Background: an optimization exercise with open tools, aiming at small area. Do not read the settings as production practice. Only simulation tests tie the RTL to the original design; equivalence was not proved.

==> inputs of 04-27 <==
==> flow/design.v <==
`timescale 1ns/1ps
package decode_pkg;
    typedef enum logic [3:0] {
        OP_ADD,
        OP_SUB,
        OP_AND,
        OP_OR,
        OP_SLT,
        OP_LW,
        OP_SW,
        OP_BEQ,
        OP_BNE,
        OP_NONE
    } op_e;
    typedef enum logic [1:0] {
        PIPE_NONE,
        PIPE_ALU,
        PIPE_MEM,
        PIPE_BRU
    } pipe_e;
    typedef struct packed {
        logic [32-1:0]   pc;
        logic [31:0]            insn;
    } fetch_t;
    typedef struct packed {
        logic [32-1:0]   pc;
        pipe_e                  pipe;
        op_e                    op;
        logic [5-1:0]  src0;
        logic [5-1:0]  src1;
        logic [5-1:0]  dst;      
        logic [32-1:0]   imm;
        logic                   load;
        logic                   store;
    } uop_t;
    typedef struct packed {
        logic [4-1:0]  rob;
        logic [32-1:0]   value;
    } wb_t;
    typedef struct packed {
        logic [4-1:0]  rob;
        logic [32-1:0]   pc;
        logic [5-1:0]  dst;
        logic [32-1:0]   value;
        logic                   load;
        logic                   store;
    } commit_t;
    typedef struct packed {
        uop_t                   uop;
        logic [4-1:0]  dst_rob;
        logic [4-1:0]  src0_rob;
        logic                   src0_ready;
        logic [32-1:0]   src0_value;
        logic [4-1:0]  src1_rob;
        logic                   src1_ready;
        logic [32-1:0]   src1_value;
    } issue_t;
endpackage
`timescale 1ns/1ps
module decode_stage (
    input  logic        i_clk,
    input  logic        i_reset,
    input  logic        i_if_valid,
    input  logic [31:0] i_if_pc,
    input  logic [31:0] i_if_insn,
    output logic        o_if_readyn,
    input  logic        i_issue_readyn,
    output logic        o_issue_valid,
    output logic [31:0] o_issue_pc,
    output logic [1:0]  o_issue_pipe,
    output logic [3:0]  o_issue_op,
    output logic [4:0]  o_issue_src0,
    output logic [4:0]  o_issue_src1,
    output logic [4:0]  o_issue_dst,
    output logic [31:0] o_issue_imm,
    output logic        o_issue_load,
    output logic        o_issue_store,
    output logic [3:0]  o_issue_dst_rob,
    output logic [3:0]  o_issue_src0_rob,
    output logic        o_issue_src0_ready,
    output logic [31:0] o_issue_src0_value,
    output logic [3:0]  o_issue_src1_rob,
    output logic        o_issue_src1_ready,
    output logic [31:0] o_issue_src1_value,
    input  logic        i_wb_en,
    input  logic [3:0]  i_wb_rob,
    input  logic [31:0] i_wb_value,
    output logic        o_commit_valid,
    output logic        o_commit_ready,
    output logic [3:0]  o_commit_rob,
    output logic [31:0] o_commit_pc,
    output logic [4:0]  o_commit_dst,
    output logic [31:0] o_commit_value,
    output logic        o_commit_load,
    output logic        o_commit_store,
    input  logic        i_commit_en
);
    localparam logic [3:0] C_ADDU  = 4'd0;
    localparam logic [3:0] C_SUBU  = 4'd1;
    localparam logic [3:0] C_AND   = 4'd2;
    localparam logic [3:0] C_OR    = 4'd3;
    localparam logic [3:0] C_SLT   = 4'd4;
    localparam logic [3:0] C_LW    = 4'd5;
    localparam logic [3:0] C_SW    = 4'd6;
    localparam logic [3:0] C_BEQ   = 4'd7;
    localparam logic [3:0] C_BNE   = 4'd8;
    localparam logic [3:0] C_NONE  = 4'd9;
    localparam logic [3:0] C_ADDIU = 4'd10;
    function automatic logic [3:0] classify(input logic [31:0] w);
        logic [3:0] c;
        c = C_NONE;
        case (w[31:26])
            6'h00: begin
                case (w[5:0])
                    6'h21: c = C_ADDU;
                    6'h23: c = C_SUBU;
                    6'h24:  c = C_AND;
                    6'h25:   c = C_OR;
                    6'h2a:  c = C_SLT;
                    default:      c = C_NONE;
                endcase
            end
            6'h09: c = C_ADDIU;
            6'h23:    c = C_LW;
            6'h2b:    c = C_SW;
            6'h04:   c = C_BEQ;
            6'h05:   c = C_BNE;
            default:        c = C_NONE;
        endcase
        classify = c;
    endfunction
    function automatic logic [4:0] src0_of(input logic [3:0] c, input logic [25:0] w);
        src0_of = (c != C_NONE) ? w[25:21] : 5'd0;
    endfunction
    function automatic logic [4:0] src1_of(input logic [3:0] c, input logic [25:0] w);
        src1_of = (c == C_LW || c == C_NONE || c == C_ADDIU) ? 5'd0 : w[20:16];
    endfunction
    function automatic logic [4:0] dst_of(input logic [3:0] c, input logic [25:0] w);
        if (c <= C_SLT)                     dst_of = w[15:11];
        else if (c == C_LW || c == C_ADDIU) dst_of = w[20:16];
        else                                dst_of = 5'd0;
    endfunction
    logic        s1_v, s2_v;
    logic [31:0] s1_pc, s2_pc, s3_pc;
    logic [3:0]  s1_c, s2_c, s3_c;
    logic [25:0] s1_w, s2_w, s3_w;
    logic        s3_rdy0, s3_rdy1;
    logic [3:0]  s3_rob0, s3_rob1;
    logic [4:0]  count;
    logic [3:0]  head;
    logic [3:0]  last;         
    logic [3:0]  new_tag;
    logic        alloc;
    logic        fetch_en;
    assign alloc   = s2_v;
    assign new_tag = last + 4'd1;
    logic full;
    always_comb begin
        case (count)
            5'd16:   full = 1'b1;
            5'd15:   full = s1_v | s2_v;
            5'd14:   full = s1_v & s2_v;
            default: full = 1'b0;
        endcase
        o_if_readyn = i_issue_readyn | full;
    end
    assign fetch_en = i_if_valid & ~o_if_readyn;
    always_ff @(posedge i_clk) begin
        if (i_reset) begin
            s1_v          <= 1'b0;
            s2_v          <= 1'b0;
            o_issue_valid <= 1'b0;
            count         <= '0;
            head          <= '0;
            last          <= 4'hf;
        end else begin
            s1_v          <= fetch_en;
            s2_v          <= s1_v;
            o_issue_valid <= s2_v;
            count         <= count + 5'(alloc) - 5'(i_commit_en);
            if (i_commit_en) head <= head + 4'd1;
            if (alloc)       last <= new_tag;
        end
    end
    logic [4:0] s2_src0, s2_src1, s2_dst;
    assign s2_src0 = src0_of(s2_c, s2_w);
    assign s2_src1 = src1_of(s2_c, s2_w);
    assign s2_dst  = dst_of(s2_c, s2_w);
    logic [31:1] rdy;                
    logic [3:0]  ptag [1:31];          
    logic [31:0] ff   [1:31];          
    logic [31:1] wmatch;             
    logic [31:1] adst;               
    logic [31:0] wdata;
    assign wdata = i_wb_value & {32{~i_reset}};
    for (genvar r = 1; r < 32; r++) begin : g_reg
        assign wmatch[r] = i_wb_en & ~rdy[r] & (ptag[r] == i_wb_rob);
        assign adst[r]   = alloc & (s2_dst == 5'(r));
        always_ff @(posedge i_clk) begin
            if (i_reset || wmatch[r]) begin
                ff[r] <= wdata;
            end
            if (adst[r]) begin
                ptag[r] <= new_tag;
            end
            if (i_reset) begin
                rdy[r] <= 1'b1;
            end else if (adst[r]) begin
                rdy[r] <= 1'b0;
            end else if (wmatch[r]) begin
                rdy[r] <= 1'b1;
            end
        end
    end
    function automatic logic [31:0] dec32(input logic [4:0] a);
        dec32 = 32'd1 << a;
    endfunction
    function automatic logic [15:0] dec16(input logic [3:0] a);
        dec16 = 16'd1 << a;
    endfunction
    logic [31:0] sel0, sel1;
    logic        rdy0, rdy1;
    logic [3:0]  tag0, tag1;
    assign sel0 = dec32(s2_src0);
    assign sel1 = dec32(s2_src1);
    always_comb begin
        rdy0 = sel0[0];
        rdy1 = sel1[0];
        tag0 = '0;
        tag1 = '0;
        for (int r = 1; r < 32; r++) begin
            rdy0 = rdy0 | (sel0[r] & rdy[r]);
            rdy1 = rdy1 | (sel1[r] & rdy[r]);
            tag0 = tag0 | ({4{sel0[r]}} & ptag[r]);
            tag1 = tag1 | ({4{sel1[r]}} & ptag[r]);
        end
    end
    always_ff @(posedge i_clk) begin
        s1_pc   <= i_if_pc;
        s1_c    <= classify(i_if_insn);
        s1_w    <= i_if_insn[25:0];
        s2_pc   <= s1_pc;
        s2_c    <= s1_c;
        s2_w    <= s1_w;
        s3_pc   <= s2_pc;
        s3_c    <= s2_c;
        s3_w    <= s2_w;
        s3_rob0 <= tag0;
        s3_rob1 <= tag1;
        s3_rdy0 <= rdy0 | (i_wb_en & (i_wb_rob == tag0));
        s3_rdy1 <= rdy1 | (i_wb_en & (i_wb_rob == tag1));
    end
    logic [31:0] isel0, isel1;
    always_comb begin
        o_issue_pc       = s3_pc;
        o_issue_op       = (s3_c == C_ADDIU) ? 4'd0 : s3_c;
        case (s3_c)
            C_ADDU, C_SUBU, C_AND, C_OR, C_SLT, C_ADDIU: o_issue_pipe = decode_pkg::PIPE_ALU;
            C_LW, C_SW:   o_issue_pipe = decode_pkg::PIPE_MEM;
            C_BEQ, C_BNE: o_issue_pipe = decode_pkg::PIPE_BRU;
            default:      o_issue_pipe = decode_pkg::PIPE_NONE;
        endcase
        o_issue_src0     = src0_of(s3_c, s3_w);
        o_issue_src1     = src1_of(s3_c, s3_w);
        o_issue_dst      = dst_of(s3_c, s3_w);
        o_issue_imm      = {{16{s3_w[15]}}, s3_w[15:0]};
        o_issue_load     = (s3_c == C_LW);
        o_issue_store    = (s3_c == C_SW);
        o_issue_dst_rob  = last;
        o_issue_src0_rob = s3_rob0;
        o_issue_src1_rob = s3_rob1;
        o_issue_src0_ready = s3_rdy0;
        o_issue_src1_ready = s3_rdy1;
        isel0 = dec32(o_issue_src0);
        isel1 = dec32(o_issue_src1);
        o_issue_src0_value = '0;
        o_issue_src1_value = '0;
        for (int r = 1; r < 32; r++) begin
            o_issue_src0_value = o_issue_src0_value | ({32{isel0[r]}} & ff[r]);
            o_issue_src1_value = o_issue_src1_value | ({32{isel1[r]}} & ff[r]);
        end
    end
    logic [31:0] pc_mem  [16];
    logic [4:0]  dst_mem [16];
    logic [31:0] val_mem [16];
    logic [15:0] ld_mem, st_mem, done;
    logic [15:0] asel, wsel, hsel;
    assign asel = dec16(new_tag);
    assign wsel = dec16(i_wb_rob);
    assign hsel = dec16(head);
    for (genvar e = 0; e < 16; e++) begin : g_rob
        always_ff @(posedge i_clk) begin
            if (alloc && asel[e]) begin
                pc_mem[e]  <= s2_pc;
                dst_mem[e] <= s2_dst;
                ld_mem[e]  <= (s2_c == C_LW);
                st_mem[e]  <= (s2_c == C_SW);
            end
            if (i_wb_en && wsel[e]) begin
                val_mem[e] <= i_wb_value;
            end
            if (i_wb_en && wsel[e]) begin
                done[e] <= 1'b1;
            end else if (alloc && asel[e]) begin
                done[e] <= 1'b0;
            end
        end
    end
    logic d;
    always_comb begin
        o_commit_rob   = head;
        o_commit_pc    = '0;
        o_commit_dst   = '0;
        o_commit_value = '0;
        o_commit_load  = 1'b0;
        o_commit_store = 1'b0;
        d              = 1'b0;
        for (int e = 0; e < 16; e++) begin
            o_commit_pc    = o_commit_pc    | ({32{hsel[e]}} & pc_mem[e]);
            o_commit_dst   = o_commit_dst   | ({5{hsel[e]}}  & dst_mem[e]);
            o_commit_value = o_commit_value | ({32{hsel[e]}} & val_mem[e]);
            o_commit_load  = o_commit_load  | (hsel[e] & ld_mem[e]);
            o_commit_store = o_commit_store | (hsel[e] & st_mem[e]);
            d              = d              | (hsel[e] & done[e]);
        end
        o_commit_valid = (count != 5'd0);
        o_commit_ready = o_commit_valid & d;
    end
endmodule
==> flow/run.sh <==
#!/bin/bash
# synth_recipe.tcl (not shown) runs the flow's synth.tcl, then flattens the netlist and writes it again
# the make line also repeats each setting of config.mk as NAME=value (left out here)
make -C /OpenROAD-flow-scripts/flow DESIGN_CONFIG=/design/flow/config.mk WORK_HOME=/design/flow/orfs CLKGATE_MAP_FILE= SYNTH_SCRIPT=/design/flow/synth_recipe.tcl finish
==> flow/config.mk <==
export PLATFORM = sky130hd
export DESIGN_NAME = decode_stage
export DESIGN_NICKNAME = decode_stage
export VERILOG_FILES = /design/flow/design.v
export SDC_FILE = /design/flow/constraint.sdc
export NUM_CORES = 4
export LEC_CHECK = 0
export CAP_MARGIN = 20
export CORE_MARGIN = 2
export CORE_UTILIZATION = 45
export SLEW_MARGIN = 20
==> flow/constraint.sdc <==
create_clock -name core_clock -period 7.0 [get_ports {i_clk}]
set_input_delay 1.4000 -clock core_clock [delete_from_list [all_inputs] [get_ports {i_clk}]]
set_output_delay 1.4000 -clock core_clock [all_outputs]
set_load 0.01 [all_outputs]
==> inputs of 10-22, as changes to 04-27 <==
==> flow/design.v, changed modules only <==
module decode_stage (
    input  logic        i_clk,
    input  logic        i_reset,
    input  logic        i_if_valid,
    input  logic [31:0] i_if_pc,
    input  logic [31:0] i_if_insn,
    output logic        o_if_readyn,
    input  logic        i_issue_readyn,
    output logic        o_issue_valid,
    output logic [31:0] o_issue_pc,
    output logic [1:0]  o_issue_pipe,
    output logic [3:0]  o_issue_op,
    output logic [4:0]  o_issue_src0,
    output logic [4:0]  o_issue_src1,
    output logic [4:0]  o_issue_dst,
    output logic [31:0] o_issue_imm,
    output logic        o_issue_load,
    output logic        o_issue_store,
    output logic [3:0]  o_issue_dst_rob,
    output logic [3:0]  o_issue_src0_rob,
    output logic        o_issue_src0_ready,
    output logic [31:0] o_issue_src0_value,
    output logic [3:0]  o_issue_src1_rob,
    output logic        o_issue_src1_ready,
    output logic [31:0] o_issue_src1_value,
    input  logic        i_wb_en,
    input  logic [3:0]  i_wb_rob,
    input  logic [31:0] i_wb_value,
    output logic        o_commit_valid,
    output logic        o_commit_ready,
    output logic [3:0]  o_commit_rob,
    output logic [31:0] o_commit_pc,
    output logic [4:0]  o_commit_dst,
    output logic [31:0] o_commit_value,
    output logic        o_commit_load,
    output logic        o_commit_store,
    input  logic        i_commit_en
);
    localparam logic [3:0] C_ADDU  = 4'd0;
    localparam logic [3:0] C_SUBU  = 4'd1;
    localparam logic [3:0] C_AND   = 4'd2;
    localparam logic [3:0] C_OR    = 4'd3;
    localparam logic [3:0] C_SLT   = 4'd4;
    localparam logic [3:0] C_LW    = 4'd5;
    localparam logic [3:0] C_SW    = 4'd6;
    localparam logic [3:0] C_BEQ   = 4'd7;
    localparam logic [3:0] C_BNE   = 4'd8;
    localparam logic [3:0] C_NONE  = 4'd9;
    localparam logic [3:0] C_ADDIU = 4'd10;
    function automatic logic [3:0] classify(input logic [31:0] w);
        logic [3:0] c;
        c = C_NONE;
        case (w[31:26])
            6'h00: begin
                case (w[5:0])
                    6'h21: c = C_ADDU;
                    6'h23: c = C_SUBU;
                    6'h24:  c = C_AND;
                    6'h25:   c = C_OR;
                    6'h2a:  c = C_SLT;
                    default:      c = C_NONE;
                endcase
            end
            6'h09: c = C_ADDIU;
            6'h23:    c = C_LW;
            6'h2b:    c = C_SW;
            6'h04:   c = C_BEQ;
            6'h05:   c = C_BNE;
            default:        c = C_NONE;
        endcase
        classify = c;
    endfunction
    function automatic logic [4:0] src0_of(input logic [3:0] c, input logic [25:0] w);
        src0_of = (c != C_NONE) ? w[25:21] : 5'd0;
    endfunction
    function automatic logic [4:0] src1_of(input logic [3:0] c, input logic [25:0] w);
        src1_of = (c == C_LW || c == C_NONE || c == C_ADDIU) ? 5'd0 : w[20:16];
    endfunction
    function automatic logic [4:0] dst_of(input logic [3:0] c, input logic [25:0] w);
        if (c <= C_SLT)                     dst_of = w[15:11];
        else if (c == C_LW || c == C_ADDIU) dst_of = w[20:16];
        else                                dst_of = 5'd0;
    endfunction
    logic        s1_v, s2_v;
    logic [31:0] s1_pc, s2_pc, s3_pc;
    logic [3:0]  s1_c, s2_c, s3_c;
    logic [25:0] s1_w, s2_w;
    logic [15:0] s3_imm;
    logic [4:0]  s3_src0, s3_src1, s3_dst;
    logic        s3_rdy0, s3_rdy1;
    logic [3:0]  s3_rob0, s3_rob1;
    logic [4:0]  count;
    logic [15:0] hsel;         
    logic [3:0]  last;         
    logic [3:0]  new_tag;
    logic        alloc;
    logic        fetch_en;
    assign alloc   = s2_v;
    assign new_tag = last + 4'd1;
    logic full;
    always_comb begin
        case (count)
            5'd16:   full = 1'b1;
            5'd15:   full = s1_v | s2_v;
            5'd14:   full = s1_v & s2_v;
            default: full = 1'b0;
        endcase
        o_if_readyn = i_issue_readyn | full;
    end
    assign fetch_en = i_if_valid & ~o_if_readyn;
    always_ff @(posedge i_clk) begin
        if (i_reset) begin
            s1_v          <= 1'b0;
            s2_v          <= 1'b0;
            o_issue_valid <= 1'b0;
            count         <= '0;
            hsel          <= 16'd1;
            last          <= 4'hf;
        end else begin
            s1_v          <= fetch_en;
            s2_v          <= s1_v;
            o_issue_valid <= s2_v;
            count         <= count + 5'(alloc) - 5'(i_commit_en);
            if (i_commit_en) hsel <= {hsel[14:0], hsel[15]};
            if (alloc)       last <= new_tag;
        end
    end
    logic [4:0] s2_src0, s2_src1, s2_dst;
    assign s2_src0 = src0_of(s2_c, s2_w);
    assign s2_src1 = src1_of(s2_c, s2_w);
    assign s2_dst  = dst_of(s2_c, s2_w);
    function automatic logic [31:0] dec32(input logic [4:0] a);
        dec32 = 32'd1 << a;
    endfunction
    function automatic logic [15:0] dec16(input logic [3:0] a);
        dec16 = 16'd1 << a;
    endfunction
    function automatic logic [3:0] enc16(input logic [15:0] m);
        enc16 = '0;
        for (int e = 0; e < 16; e++) enc16 = enc16 | ({4{m[e]}} & 4'(e));
    endfunction
    logic [31:0] pc_mem  [16];
    logic [4:0]  dst_mem [16];
    logic [31:0] val_mem [16];
    logic [15:0] ld_mem, st_mem, done;
    logic [15:0] young;              
    logic [15:0] asel, wsel;
    logic [15:0] m0, m1, ma;         
    assign asel = dec16(new_tag);
    assign wsel = dec16(i_wb_rob);
    for (genvar e = 0; e < 16; e++) begin : g_rob
        assign m0[e] = young[e] & (dst_mem[e] == s2_src0);
        assign m1[e] = young[e] & (dst_mem[e] == s2_src1);
        assign ma[e] = young[e] & (dst_mem[e] == s2_dst);
        always_ff @(posedge i_clk) begin
            if (alloc && asel[e]) begin
                pc_mem[e]  <= s2_pc;
                dst_mem[e] <= s2_dst;
                ld_mem[e]  <= (s2_c == C_LW);
                st_mem[e]  <= (s2_c == C_SW);
            end
            if (i_wb_en && wsel[e]) begin
                val_mem[e] <= i_wb_value;
            end
            if (i_wb_en && wsel[e]) begin
                done[e] <= 1'b1;
            end else if (alloc && asel[e]) begin
                done[e] <= 1'b0;
            end
            if (i_reset) begin
                young[e] <= 1'b0;
            end else if (alloc && asel[e]) begin
                young[e] <= (s2_dst != 5'd0);
            end else if ((alloc && ma[e]) || (i_commit_en && hsel[e])) begin
                young[e] <= 1'b0;
            end
        end
    end
    logic [31:0] ff [1:31];
    logic [31:0] wdata;
    logic [4:0]  wdst;
    logic        wyoung;
    logic [31:0] wreg;
    assign wdata = i_wb_value & {32{~i_reset}};
    always_comb begin
        wdst   = '0;
        wyoung = 1'b0;
        for (int e = 0; e < 16; e++) begin
            wdst   = wdst   | ({5{wsel[e]}} & dst_mem[e]);
            wyoung = wyoung | (wsel[e] & young[e]);
        end
    end
    assign wreg = dec32(wdst) & {32{i_wb_en & wyoung}};
    for (genvar r = 1; r < 32; r++) begin : g_reg
        always_ff @(posedge i_clk) begin
            if (i_reset || wreg[r]) begin
                ff[r] <= wdata;
            end
        end
    end
    logic       rdy0, rdy1;
    logic [3:0] tag0, tag1;
    assign rdy0 = ~|m0 | |(m0 & done) | (i_wb_en & |(m0 & wsel));
    assign rdy1 = ~|m1 | |(m1 & done) | (i_wb_en & |(m1 & wsel));
    assign tag0 = enc16(m0);
    assign tag1 = enc16(m1);
    always_ff @(posedge i_clk) begin
        s1_pc   <= i_if_pc;
        s1_c    <= classify(i_if_insn);
        s1_w    <= i_if_insn[25:0];
        s2_pc   <= s1_pc;
        s2_c    <= s1_c;
        s2_w    <= s1_w;
        s3_pc   <= s2_pc;
        s3_c    <= s2_c;
        s3_imm  <= s2_w[15:0];
        s3_src0 <= s2_src0;
        s3_src1 <= s2_src1;
        s3_dst  <= s2_dst;
        s3_rob0 <= tag0;
        s3_rob1 <= tag1;
        s3_rdy0 <= rdy0;
        s3_rdy1 <= rdy1;
    end
    logic [31:0] isel0, isel1;
    always_comb begin
        o_issue_pc       = s3_pc;
        o_issue_op       = (s3_c == C_ADDIU) ? 4'd0 : s3_c;
        case (s3_c)
            C_ADDU, C_SUBU, C_AND, C_OR, C_SLT, C_ADDIU: o_issue_pipe = decode_pkg::PIPE_ALU;
            C_LW, C_SW:   o_issue_pipe = decode_pkg::PIPE_MEM;
            C_BEQ, C_BNE: o_issue_pipe = decode_pkg::PIPE_BRU;
            default:      o_issue_pipe = decode_pkg::PIPE_NONE;
        endcase
        o_issue_src0     = s3_src0;
        o_issue_src1     = s3_src1;
        o_issue_dst      = s3_dst;
        o_issue_imm      = {{16{s3_imm[15]}}, s3_imm};
        o_issue_load     = (s3_c == C_LW);
        o_issue_store    = (s3_c == C_SW);
        o_issue_dst_rob  = last;
        o_issue_src0_rob = s3_rob0;
        o_issue_src1_rob = s3_rob1;
        o_issue_src0_ready = s3_rdy0;
        o_issue_src1_ready = s3_rdy1;
        isel0 = dec32(o_issue_src0);
        isel1 = dec32(o_issue_src1);
        o_issue_src0_value = '0;
        o_issue_src1_value = '0;
        for (int r = 1; r < 32; r++) begin
            o_issue_src0_value = o_issue_src0_value | ({32{isel0[r]}} & ff[r]);
            o_issue_src1_value = o_issue_src1_value | ({32{isel1[r]}} & ff[r]);
        end
    end
    logic d;
    always_comb begin
        o_commit_rob   = enc16(hsel);
        o_commit_pc    = '0;
        o_commit_dst   = '0;
        o_commit_value = '0;
        o_commit_load  = 1'b0;
        o_commit_store = 1'b0;
        d              = 1'b0;
        for (int e = 0; e < 16; e++) begin
            o_commit_pc    = o_commit_pc    | ({32{hsel[e]}} & pc_mem[e]);
            o_commit_dst   = o_commit_dst   | ({5{hsel[e]}}  & dst_mem[e]);
            o_commit_value = o_commit_value | ({32{hsel[e]}} & val_mem[e]);
            o_commit_load  = o_commit_load  | (hsel[e] & ld_mem[e]);
            o_commit_store = o_commit_store | (hsel[e] & st_mem[e]);
            d              = d              | (hsel[e] & done[e]);
        end
        o_commit_valid = (count != 5'd0);
        o_commit_ready = o_commit_valid & d;
    end
endmodule
==> flow/flow/run.sh (new file) <==
#!/bin/bash
# The standard layout (standard.sh) with three changes made through ORFS
# variables: ports are buffered with buf_1 cells, and the clock tree uses
# larger sink clusters and no dummy loads.  Every tool's output goes to the
# ORFS logs under orfs/logs; make's own output goes to flow_make.log here.
set -euo pipefail
cat >> config.mk <<'MK'
export BUFFER_PORTS_ARGS = -buffer_cell sky130_fd_sc_hd__buf_1
export CTS_ARGS = -sink_clustering_enable -repair_clock_nets -sink_clustering_size 24 -sink_clustering_max_diameter 80 -dont_use_dummy_load
MK
bash standard.sh > flow_make.log 2>&1
==> flow/standard.sh (new file) <==
#!/bin/bash
# synth_recipe.tcl (not shown) runs the flow's synth.tcl, then flattens the netlist and writes it again
# the make line also repeats each setting of config.mk as NAME=value (left out here)
make -C /OpenROAD-flow-scripts/flow DESIGN_CONFIG=/design/flow/config.mk WORK_HOME=/design/flow/orfs CLKGATE_MAP_FILE= SYNTH_SCRIPT=/design/flow/synth_recipe.tcl "${@:-finish}"
--- a/flow/config.mk
+++ b/flow/config.mk
@@ -10,2 +10,4 @@
 export CORE_UTILIZATION = 45
 export SLEW_MARGIN = 20
+export BUFFER_PORTS_ARGS = -buffer_cell sky130_fd_sc_hd__buf_1
+export CTS_ARGS = -sink_clustering_enable -repair_clock_nets -sink_clustering_size 24 -sink_clustering_max_diameter 80 -dont_use_dummy_load
removed: flow/run.sh
==> results by group <==
Synth
  • Sequential fraction of the synthesis area: between 70% and 80%
  • Ranking of synthesized cells by area: edfxtp_1 (69%), dfxtp_1 (5.3%), a22oi_1 (4.6%)

Clock tree
  • Latest clock arrival within the worst-skew pair: around 0.98 ns
  • Clk sinks: 2513

Setup path
  • CP startpoint: s3_c[3]$_DFF_P_

Detailed routing
  • Avg WL per Cell: 41.8 um

Run status
  • Status: no timing/DRC/antenna violations
(the above is from 04-27)
==> results by group <==
Run status
  • Status: no timing/DRC/antenna violations

Synth
  • Sequential fraction of the synthesis area: approximately 74%
  • Ranking of synthesized cells by area: edfxtp_1 (68%), dfxtp_1 (5.6%), a22oi_1 (4.9%)

Detailed routing
  • Avg WL per Cell: 43.0 um

Clock tree
  • Clk sinks: 2391
  • Latest clock arrival within the worst-skew pair: 0.84 ns
(the above is from 10-22)

re-timing with driven ports:
No port has a modelled driver above. Below, the same layouts with a new extraction and two added sets of constraints.
Step 1: set_driving_cell puts a clkbuf_16 on i_clk and a buf_2 on each other input, an assumption about the parent block.
Step 2 also shifts input and output timing later by t, the mid clock arrival at the registers, as if the neighbouring blocks saw the same clock.
Three values: ideal ports, drivers, drivers and shift; two values: the first two.
run | shift t [ns] | setup slack, ns | hold slack, ns | worst setup path at the end | pins driven straight from the clock port
04-27 | 1.027 | 0.106 / 0.018 / 1.045 | 0.324 / 0.324 / 0.324 | register to output | 1
10-22 | 0.900 | 1.303 / 1.210 / 0.975 | 0.271 / 0.271 / 0.271 | input to register | 1
After both steps setup and hold are still met in every run listed. For 10-22, which loses most, drivers alone change the setup slack by -0.093 ns; drivers and shift together by -0.328 ns.
